Source: an optimization exercise on an open RTL-to-GDS flow (aim: small area, a short achievable clock period and few clock cycles per item). Production flows keep margins and buffers that such runs may drop. Function was checked by simulation only, so behaviour that the tests miss may differ from the original.

File: design.v
package exp_pkg;
    typedef logic [16-1:0]       exp_in_t;        
    typedef logic [16-1:0]     frac_t;          
    typedef logic [32-1:0]     prod_t;          
    typedef logic [32-1:0]           fp32_t;
    typedef logic [4-1:0]    frame_idx_t;     
    typedef enum logic [1:0]
    {
        CVT_IDLE,
        CVT_LOAD,
        CVT_SHIFT,
        CVT_WRITE
    } cvt_state_t;
    typedef enum logic [1:0]
    {
        OUT_IDLE,
        OUT_SEND,
        OUT_DONE
    } out_state_t;
endpackage
`timescale 1ns/100ps
module exp_lut_pipe
(
    input  logic        clock_i,
    input  logic        reset_n_i,
    input  logic [16-1:0] sample_i,            
    input  logic        sample_valid_i,
    input  logic        frame_done_i,
    output logic [16-1:0] lut_frac_o,
    output logic        lut_valid_o,
    output logic        lut_done_o
);
    function automatic exp_pkg::frac_t exp_lut(input int b);
        case (b)
            0 : exp_lut = 16'hFF00;
            1 : exp_lut = 16'hFE01;
            2 : exp_lut = 16'hFC07;
            3 : exp_lut = 16'hF81F;
            4 : exp_lut = 16'hF07D;
            5 : exp_lut = 16'hE1EB;
            6 : exp_lut = 16'hC75F;
            7 : exp_lut = 16'h9B45;
            8 : exp_lut = 16'h5E2D;
            9 : exp_lut = 16'h22A5;
            10: exp_lut = 16'h04B0;
            11: exp_lut = 16'h0015;
            default: exp_lut = '0;
        endcase
    endfunction
    exp_pkg::exp_in_t                    mag;
    logic                       too_big;
    exp_pkg::prod_t                      prod_init;
    logic [12-1:0][32-1:0] prod_q;
    logic [12-2:0][12-1:0] mag_q;
    logic [12-1:0]      valid_q;
    logic [12-1:0]      done_q;
    function automatic exp_pkg::prod_t lut_step(input exp_pkg::prod_t p, input logic use_bit,
                                                input exp_pkg::frac_t c);
        logic [2*32-1:0] full;
        full = p * {c, {(32-16){1'b0}}};
        lut_step = use_bit ? full[2*32-1:32] : p;
    endfunction
    assign mag     = ~sample_i + 1'b1;                       
    assign too_big = |mag[16-2:12];           
    assign prod_init = too_big ? '0 :
                       {{16{1'b1}}, {(32-16){1'b0}}};
    always_ff @(posedge clock_i)
    begin
        prod_q[0] <= lut_step(prod_init, mag[12-1], exp_lut(12-1));
        mag_q[0]  <= mag[12-1:0];
        for (int s = 1; s < 12; s++)
        begin
            prod_q[s] <= lut_step(prod_q[s-1], mag_q[s-1][12-1-s],
                                  exp_lut(12-1-s));
            if (s < 12-1)
            begin
                mag_q[s] <= mag_q[s-1];
            end
        end
    end
    always_ff @(posedge clock_i)
    begin
        if (!reset_n_i)
        begin
            valid_q <= '0;
            done_q  <= '0;
        end
        else
        begin
            valid_q <= {valid_q[12-2:0], sample_valid_i};
            done_q  <= {done_q[12-2:0], frame_done_i};
        end
    end
    assign lut_frac_o  = prod_q[12-1][32-1 -: 16];
    assign lut_valid_o = valid_q[12-1];
    assign lut_done_o  = done_q[12-1];
endmodule
`timescale 1ns/100ps
module frac_frame_buf
(
    input  logic        clock_i,
    input  logic        reset_n_i,
    input  logic [16-1:0] lut_frac_i,
    input  logic        lut_valid_i,
    input  logic        lut_done_i,
    input  logic        frame_clear_i,
    input  logic [4-1:0] rd_idx_i,
    output logic [16-1:0] rd_frac_o,
    output logic [4-1:0] frame_len_o,
    output logic        frame_ready_o
);
    exp_pkg::frac_t          frac_mem [10];
    exp_pkg::frame_idx_t     wr_cnt;
    always_ff @(posedge clock_i)
    begin
        if (lut_valid_i && (wr_cnt < 10))
        begin
            frac_mem[wr_cnt] <= lut_frac_i;
        end
    end
    always_ff @(posedge clock_i)
    begin
        if (!reset_n_i || frame_clear_i)
        begin
            wr_cnt        <= '0;
            frame_len_o   <= '0;
            frame_ready_o <= 1'b0;
        end
        else
        begin
            if (lut_valid_i && (wr_cnt < 10))
            begin
                wr_cnt <= wr_cnt + 1'b1;
            end
            if (lut_done_i)
            begin
                frame_len_o   <= wr_cnt + exp_pkg::frame_idx_t'(lut_valid_i);  
                frame_ready_o <= 1'b1;
            end
        end
    end
    assign rd_frac_o = frac_mem[rd_idx_i];
endmodule
`timescale 1ns/100ps
module frac_to_fp32
(
    input  logic        clock_i,
    input  logic        reset_n_i,
    input  logic [16-1:0] rd_frac_i,
    input  logic [4-1:0] frame_len_i,
    input  logic        frame_ready_i,
    input  logic        frame_clear_i,
    input  logic [4-1:0] out_idx_i,
    output logic [4-1:0] rd_idx_o,
    output logic [32-1:0] out_fp_o,
    output logic        conv_done_o
);
    exp_pkg::cvt_state_t     state;
    exp_pkg::frame_idx_t     cnt;
    exp_pkg::frac_t          sh;                      
    logic [7:0]     exp_q;
    exp_pkg::fp32_t          fp_word;
    exp_pkg::fp32_t          fp_mem [10];
    always_ff @(posedge clock_i)
    begin
        if (!reset_n_i || frame_clear_i)
        begin
            state       <= exp_pkg::CVT_IDLE;
            cnt         <= '0;
            conv_done_o <= 1'b0;
        end
        else
        begin
            case (state)
                exp_pkg::CVT_IDLE:
                begin
                    if (frame_ready_i && !conv_done_o)
                    begin
                        if (cnt == frame_len_i)
                            conv_done_o <= 1'b1;
                        else
                            state <= exp_pkg::CVT_LOAD;
                    end
                end
                exp_pkg::CVT_LOAD:
                    state <= exp_pkg::CVT_SHIFT;
                exp_pkg::CVT_SHIFT:
                begin
                    if ((sh == '0) || sh[16-1])
                        state <= exp_pkg::CVT_WRITE;
                end
                default:
                begin
                    cnt   <= cnt + 1'b1;
                    state <= exp_pkg::CVT_IDLE;
                end
            endcase
        end
    end
    always_ff @(posedge clock_i)
    begin
        if (state == exp_pkg::CVT_LOAD)
        begin
            sh    <= rd_frac_i;
            exp_q <= 8'd126;
        end
        else if ((state == exp_pkg::CVT_SHIFT) && (sh != '0) && !sh[16-1])
        begin
            sh    <= sh << 1;
            exp_q <= exp_q - 1'b1;
        end
    end
    assign fp_word = (sh == '0) ? '0 : {1'b0, exp_q, sh[16-2:0], 8'b0};
    always_ff @(posedge clock_i)
    begin
        if (state == exp_pkg::CVT_WRITE)
        begin
            fp_mem[cnt] <= fp_word;
        end
    end
    assign rd_idx_o = cnt;
    assign out_fp_o = fp_mem[out_idx_i];
endmodule
`timescale 1ns/100ps
module fp32_axis_out
(
    input  logic        clock_i,
    input  logic        reset_n_i,
    input  logic [32-1:0] out_fp_i,
    input  logic [4-1:0] frame_len_i,
    input  logic        conv_done_i,
    input  logic        m_axis_ready_i,
    output logic [4-1:0] out_idx_o,
    output logic        frame_clear_o,
    output logic        m_axis_valid_o,
    output logic        m_axis_last_o,
    output logic [32-1:0] m_axis_data_o
);
    exp_pkg::out_state_t     state;
    logic           load_word;
    logic           beat_done;
    assign beat_done = m_axis_valid_o && m_axis_ready_i;
    assign load_word = ((state == exp_pkg::OUT_IDLE) && conv_done_i && (frame_len_i != '0)) ||
                       ((state == exp_pkg::OUT_SEND) && beat_done && !m_axis_last_o);
    always_ff @(posedge clock_i)
    begin
        if (load_word)
        begin
            m_axis_data_o <= out_fp_i;
        end
    end
    always_ff @(posedge clock_i)
    begin
        if (!reset_n_i)
        begin
            state          <= exp_pkg::OUT_IDLE;
            out_idx_o      <= '0;
            frame_clear_o  <= 1'b0;
            m_axis_valid_o <= 1'b0;
            m_axis_last_o  <= 1'b0;
        end
        else
        begin
            frame_clear_o <= 1'b0;
            if (load_word)
            begin
                m_axis_valid_o <= 1'b1;
                m_axis_last_o  <= (out_idx_o == frame_len_i - 1'b1);
                out_idx_o      <= out_idx_o + 1'b1;
            end
            case (state)
                exp_pkg::OUT_IDLE:
                begin
                    if (conv_done_i)
                    begin
                        if (frame_len_i == '0)
                        begin
                            frame_clear_o <= 1'b1;   
                            state         <= exp_pkg::OUT_DONE;
                        end
                        else
                            state <= exp_pkg::OUT_SEND;
                    end
                end
                exp_pkg::OUT_SEND:
                begin
                    if (beat_done && m_axis_last_o)
                    begin
                        m_axis_valid_o <= 1'b0;
                        m_axis_last_o  <= 1'b0;
                        frame_clear_o  <= 1'b1;
                        state          <= exp_pkg::OUT_DONE;
                    end
                end
                default:
                begin
                    out_idx_o <= '0;                 
                    state     <= exp_pkg::OUT_IDLE;
                end
            endcase
        end
    end
endmodule
`timescale 1ns/100ps
module exp_frame_top
(
    input  logic        clock_i,
    input  logic        reset_n_i,
    input  logic [16-1:0] sample_i,
    input  logic        sample_valid_i,
    input  logic        frame_done_i,
    input  logic        m_axis_ready_i,
    output logic        m_axis_valid_o,
    output logic        m_axis_last_o,
    output logic [32-1:0] m_axis_data_o
);
    exp_pkg::frac_t          lut_frac;
    logic           lut_valid;
    logic           lut_done;
    exp_pkg::frame_idx_t     frame_len;
    logic           frame_ready;
    exp_pkg::frame_idx_t     rd_idx;
    exp_pkg::frac_t          rd_frac;
    exp_pkg::frame_idx_t     out_idx;
    exp_pkg::fp32_t          out_fp;
    logic           conv_done;
    logic           frame_clear;
    exp_lut_pipe u_lut_pipe (
        .clock_i        (clock_i),
        .reset_n_i      (reset_n_i),
        .sample_i       (sample_i),
        .sample_valid_i (sample_valid_i),
        .frame_done_i   (frame_done_i),
        .lut_frac_o     (lut_frac),
        .lut_valid_o    (lut_valid),
        .lut_done_o     (lut_done)
    );
    frac_frame_buf u_frac_buf (
        .clock_i        (clock_i),
        .reset_n_i      (reset_n_i),
        .lut_frac_i     (lut_frac),
        .lut_valid_i    (lut_valid),
        .lut_done_i     (lut_done),
        .frame_clear_i  (frame_clear),
        .rd_idx_i       (rd_idx),
        .rd_frac_o      (rd_frac),
        .frame_len_o    (frame_len),
        .frame_ready_o  (frame_ready)
    );
    frac_to_fp32 u_to_fp32 (
        .clock_i        (clock_i),
        .reset_n_i      (reset_n_i),
        .rd_frac_i      (rd_frac),
        .frame_len_i    (frame_len),
        .frame_ready_i  (frame_ready),
        .frame_clear_i  (frame_clear),
        .out_idx_i      (out_idx),
        .rd_idx_o       (rd_idx),
        .out_fp_o       (out_fp),
        .conv_done_o    (conv_done)
    );
    fp32_axis_out u_axis_out (
        .clock_i        (clock_i),
        .reset_n_i      (reset_n_i),
        .out_fp_i       (out_fp),
        .frame_len_i    (frame_len),
        .conv_done_i    (conv_done),
        .m_axis_ready_i (m_axis_ready_i),
        .out_idx_o      (out_idx),
        .frame_clear_o  (frame_clear),
        .m_axis_valid_o (m_axis_valid_o),
        .m_axis_last_o  (m_axis_last_o),
        .m_axis_data_o  (m_axis_data_o)
    );
endmodule
File: run.sh
#!/bin/bash
# synth_recipe.tcl (not shown) runs the flow's synth.tcl, then flattens the netlist and writes it again
# the make line also repeats each setting of config.mk as NAME=value (left out here)
make -C /OpenROAD-flow-scripts/flow DESIGN_CONFIG=/design/flow/config.mk WORK_HOME=/design/flow/orfs CLKGATE_MAP_FILE= SYNTH_SCRIPT=/design/flow/synth_recipe.tcl finish
File: config.mk
export PLATFORM = sky130hd
export DESIGN_NAME = exp_frame_top
export DESIGN_NICKNAME = exp_frame_top
export VERILOG_FILES = /design/flow/design.v
export SDC_FILE = /design/flow/constraint.sdc
export NUM_CORES = 4
export LEC_CHECK = 0
export CAP_MARGIN = 20
export CORE_MARGIN = 2
export CORE_UTILIZATION = 40
export SLEW_MARGIN = 20
File: constraint.sdc
create_clock -name core_clock -period 8.0 [get_ports {clock_i}]
set_input_delay 1.6000 -clock core_clock [delete_from_list [all_inputs] [get_ports {clock_i}]]
set_output_delay 1.6000 -clock core_clock [all_outputs]
set_load 0.01 [all_outputs]
==> flow_metrics.py <==
metrics = {
    "run_status": {
        "run_status": "timing/DRC/antenna clean",
    },
    "timing": {
        "setup_viol": 0,
        "slew_violations": 0,
        "rsz0062_at_grt": "false",
        "slew_headroom_pct": 28.4,
        "worst_hold_slack_ns": 0.320,
        "worst_slew_pin_slew_ns": 1.05,
        "hold_viol": 0,
        "fin_skew_ns": 0.122,
        "max_freq_mhz": 143,
        "period_needed_ns": 7.01,
        "finalCritPeriodShare_pct": 87.7,
        "setup_tns_ns": 0,
    },
    "logic_synthesis": {
        "synth_ff_type": "dfxtp_1",
        "synth-seq-cells": 882,
        "yosysWarnings": 4,
        "ys_async_sr_fraction_pct": 0,
        "synth-edff-count": 429,
        "synth_area_sq_mm": 0.110,
        "syn_inst": 10300,
        "ys_types": 91,
        "yosysSeqAreaShare_pct": 19.9,
        "avgSynthCellArea_sq_um": 10.7,
    },
    "clock_tree": {
        "clock_tree.buffer_depth": 3,
        "cts_tree": "built",
        "ctsResizeCount": 0,
        "htreeDepth": 3,
        "clockRootBuffer": "clkbuf_16",
        "cts_buffers": 99,
        "clock-sinks": 882,
        "cts.reportedPaths.clkPinSlew_ns": 0.07,
        "cts_setup_buffers": 0,
        "holdBufCountCts": 0,
        "insertion_delay_ns": 0.80,
    },
    "die": {
        "die_width_um": 529,
        "floorplan.initialDensity_pct": 40.3,
        "core_sq_mm": 0.274,
        "ios": 55,
        "rows": 192,
        "die_h_um": 529,
        "dieArea_sq_mm": 0.280,
    },
    "detailed_routing": {
        "drtIter0Drc": 3172,
        "drc": 0,
        "vias_per_cell": 4.91,
        "route.vias.total": 68700,
        "ant_nets": 0,
        "routed_wl_um": 239000,
        "first_pass_iters": 5,
        "wire_per_inst_um": 17.1,
    },
    "min_path": {
        "hold_class": "reg -> reg",
    },
    "worst_setup_path": {
        "path_cells": "inv_1 > fa_1 > fa_1 > inv_1 > fa_1 > fa_1 > fa_1 > inv_1 > fa_1 > inv_1 > ha_1 > and4_4 > a2111oi_2 > a21oi_1 > o31ai_2 > a2111oi_0 > or2_1 > o31a_1 > a311oi_2 > xor2_1 > mux2i_1",
        "slowest_delay_ns": 0.57,
        "slowest_stage": "fa_1",
        "critical_path_class": "reg -> reg",
        "path_max_fanout": 6,
        "crit_path_start_kind": "flop",
        "cp.required_ns": 8.57,
        "crit_path_end_kind": "flop",
        "cp_common_cell": "fa_1",
        "cp.arrival_ns": 7.58,
    },
    "placement": {
        "port_buffers": 44,
        "place_congestion": 0.906,
        "dpl.hpwl_um": 199000,
    },
    "grt": {
        "grt_max_degree": 54,
        "overflow": 0,
        "grt_use_total_pct": 17.8,
        "grt_antenna_before_repair": 4,
        "grt_first_pass_wirelength_um": 400000,
        "grt_pass1_vias": 76400,
    },
    "flow_run": {
        "drv_cap": 0,
    },
    "finish": {
        "drive_gt1_share_pct": 4.34,
        "fin_nets": 13800,
        "syn_to_final_growth_pct": 7.28,
    },
}
==> synth_stat cells (10+ instances only) <==
cell type  number  area (sq um)
inv_1        2933         11000
fa_1         1766         35400
ha_1         1720         21500
dfxtp_1       453          9070
edfxtp_1      429         12900
a21oi_1       367          1840
nand2_1       305          1140
o21ai_0       242          1210
xnor2_1       226          1980
a21o_1        217          1630
nor2_1        212           796
xor2_1        132          1160
clkbuf_1      124           465
mux2_2        113          1270
mux2i_1        99           991
nor2b_1        81           507
mux4_2         78          1760
a211oi_1       72           541
nand3_1        66           330
nand4_1        62           388
and2_1         58           363
nor3_1         54           270
and3_1         49           307
nand2b_1       43           269
a31oi_1        39           244
o21bai_1       36           270
buf_1          29           109
o21a_1         27           203
o211ai_1       24           180
a31o_2         12           105
a41oi_1        12           105
nor4_1         12          75.1
o31ai_1        12          90.1
a211o_1        11          96.3
or3_1          11          68.8
o2111ai_1      10          87.6
==> worst paths after layout <==
path	depth (start not counted)	end	start	slack, ns
worst max-delay path	21	u_lut_pipe.prod_q[190]	u_lut_pipe.prod_q[139]	0.99
worst max register to register	21	u_lut_pipe.prod_q[190]	u_lut_pipe.prod_q[139]	0.99
worst min-delay path	0	u_lut_pipe.mag_q[31]	u_lut_pipe.mag_q[19]	0.32
worst min register to register	0	u_lut_pipe.mag_q[31]	u_lut_pipe.mag_q[19]	0.32
==> area by class of cell <==
| type | count | area [sq um] |
|---|---|---|
| sequential | 882 | 22000 |
| tap | 3589 | 4490 |
| clock buffer | 129 | 2680 |
| multi-input combinational | 6342 | 76700 |
| fill | 26000 | 156000 |
| timing repair buffer | 82 | 733 |
| clock inverter | 54 | 643 |
| inverter | 2933 | 11000 |
| antenna | 1 | 2.50 |
==> worst max-delay path: cells and delay by family, from the launching register on <==
family | cells | cell delay (ns)
muxes | 1 | 0.09
and+or+nand+nor | 2 | 0.53
DFF | 1 | 0.51
AOI/OAI and AO/OA | 6 | 1.73
adders and majority gates | 7 | 3.39
buffers and inverters | 4 | 0.41
xor gates and xnor gates | 1 | 0.17
==> per-layer routing <==
metal	vias to the layer above	GRT usage, %	part of all wire, %
li1	32700	-	-
met1	34700	23.9	46
met2	1022	30.8	49
met3	295	1.82	3.2
met4	0	4.02	2.3
met5	-	0	0
==> metrics by stage <==
stage | cell area (sq um) | worst slack, ns | instances | util (%)
4_1_cts | 118000 | 0.939 | 14000 | 43.2
3_5_place_dp | 115000 | 1.01 | 13800 | 42.0
2_1_floorplan | 110000 | 1.70 | 10300 | -
3_3_place_gp | 115000 | 1.04 | 13800 | 42.0
5_1_grt | 118000 | 0.641 | 14000 | 43.2
6_report | 118000 | 0.986 | 14000 | 43.2
==> flip-flops by register name, indices dropped and copies added (netlist names), 4 cells and up, named ones only <==
register,cells
u_to_fp32.fp_mem,230
u_lut_pipe.prod_q,326
u_frac_buf.wr_cnt,4
u_to_fp32.exp_q,8
u_to_fp32.sh,16
u_frac_buf.frac_mem,160
u_frac_buf.frame_len_o,4
u_lut_pipe.done_q,12
u_to_fp32.cnt,4
u_axis_out.out_idx_o,4
u_axis_out.m_axis_data_o,23
u_lut_pipe.mag_q,66
u_lut_pipe.valid_q,12
==> cell usage in the layout (no fill, tap or decap), types with 72 or more instances in the layout <==
master / netlist / final
inv_1: 2933 / 2933
fa_1: 1766 / 1766
ha_1: 1720 / 1720
dfxtp_1: 453 / 442
edfxtp_1: 429 / 429
a21oi_1: 367 / 367
nand2_1: 305 / 305
o21ai_0: 242 / 242
xnor2_1: 226 / 226
a21o_1: 217 / 217
nor2_1: 212 / 210
xor2_1: 132 / 132
mux2_2: 113 / 113
mux2i_1: 99 / 99
clkbuf_16: 0 / 99
nor2b_1: 81 / 81
mux4_2: 78 / 78
a211oi_1: 72 / 72
==> kinds of logic after synthesis <==
logic type / after synthesis / share of synthesized area, %
compound gates: 1200 / 6.97
xor+xnor: 359 / 2.87
fa+ha+maj: 3486 / 51.6
buf+inv: 3096 / 10.6
flops: 882 / 19.9
mux: 290 / 3.65
other cells: 1 / 0.00340
simple gates: 998 / 4.43
Testbench counts, summed over its fixed seeds: cycles 21,802, items 1,709.

-- static timing again, ports no longer ideal --
The flow's constraints put no driver on any port. The routed layout listed below was extracted and timed again, unchanged, in two steps.
Step 1: set_driving_cell puts a clkbuf_16 on clock_i and a buf_2 on each other input, an assumption about the parent block.
Step 2 also shifts input and output timing later by t, the mid clock arrival at the registers, as if the neighbouring blocks saw the same clock.
Slacks: ideal ports / drivers / drivers and shift; pairs: ideal ports / drivers.
t, ns: 0.818
setup WS [ns]: 0.986 / 0.986 / 0.986
hold slack, ns: 0.320 / 0.320 / 0.320
worst setup path after step 2: register to register
cell pins on the clock port's net: 1
After both steps this run still meets setup and hold. The setup slack of this run moves by 0.000 ns with the drivers and by 0.000 ns with both steps.
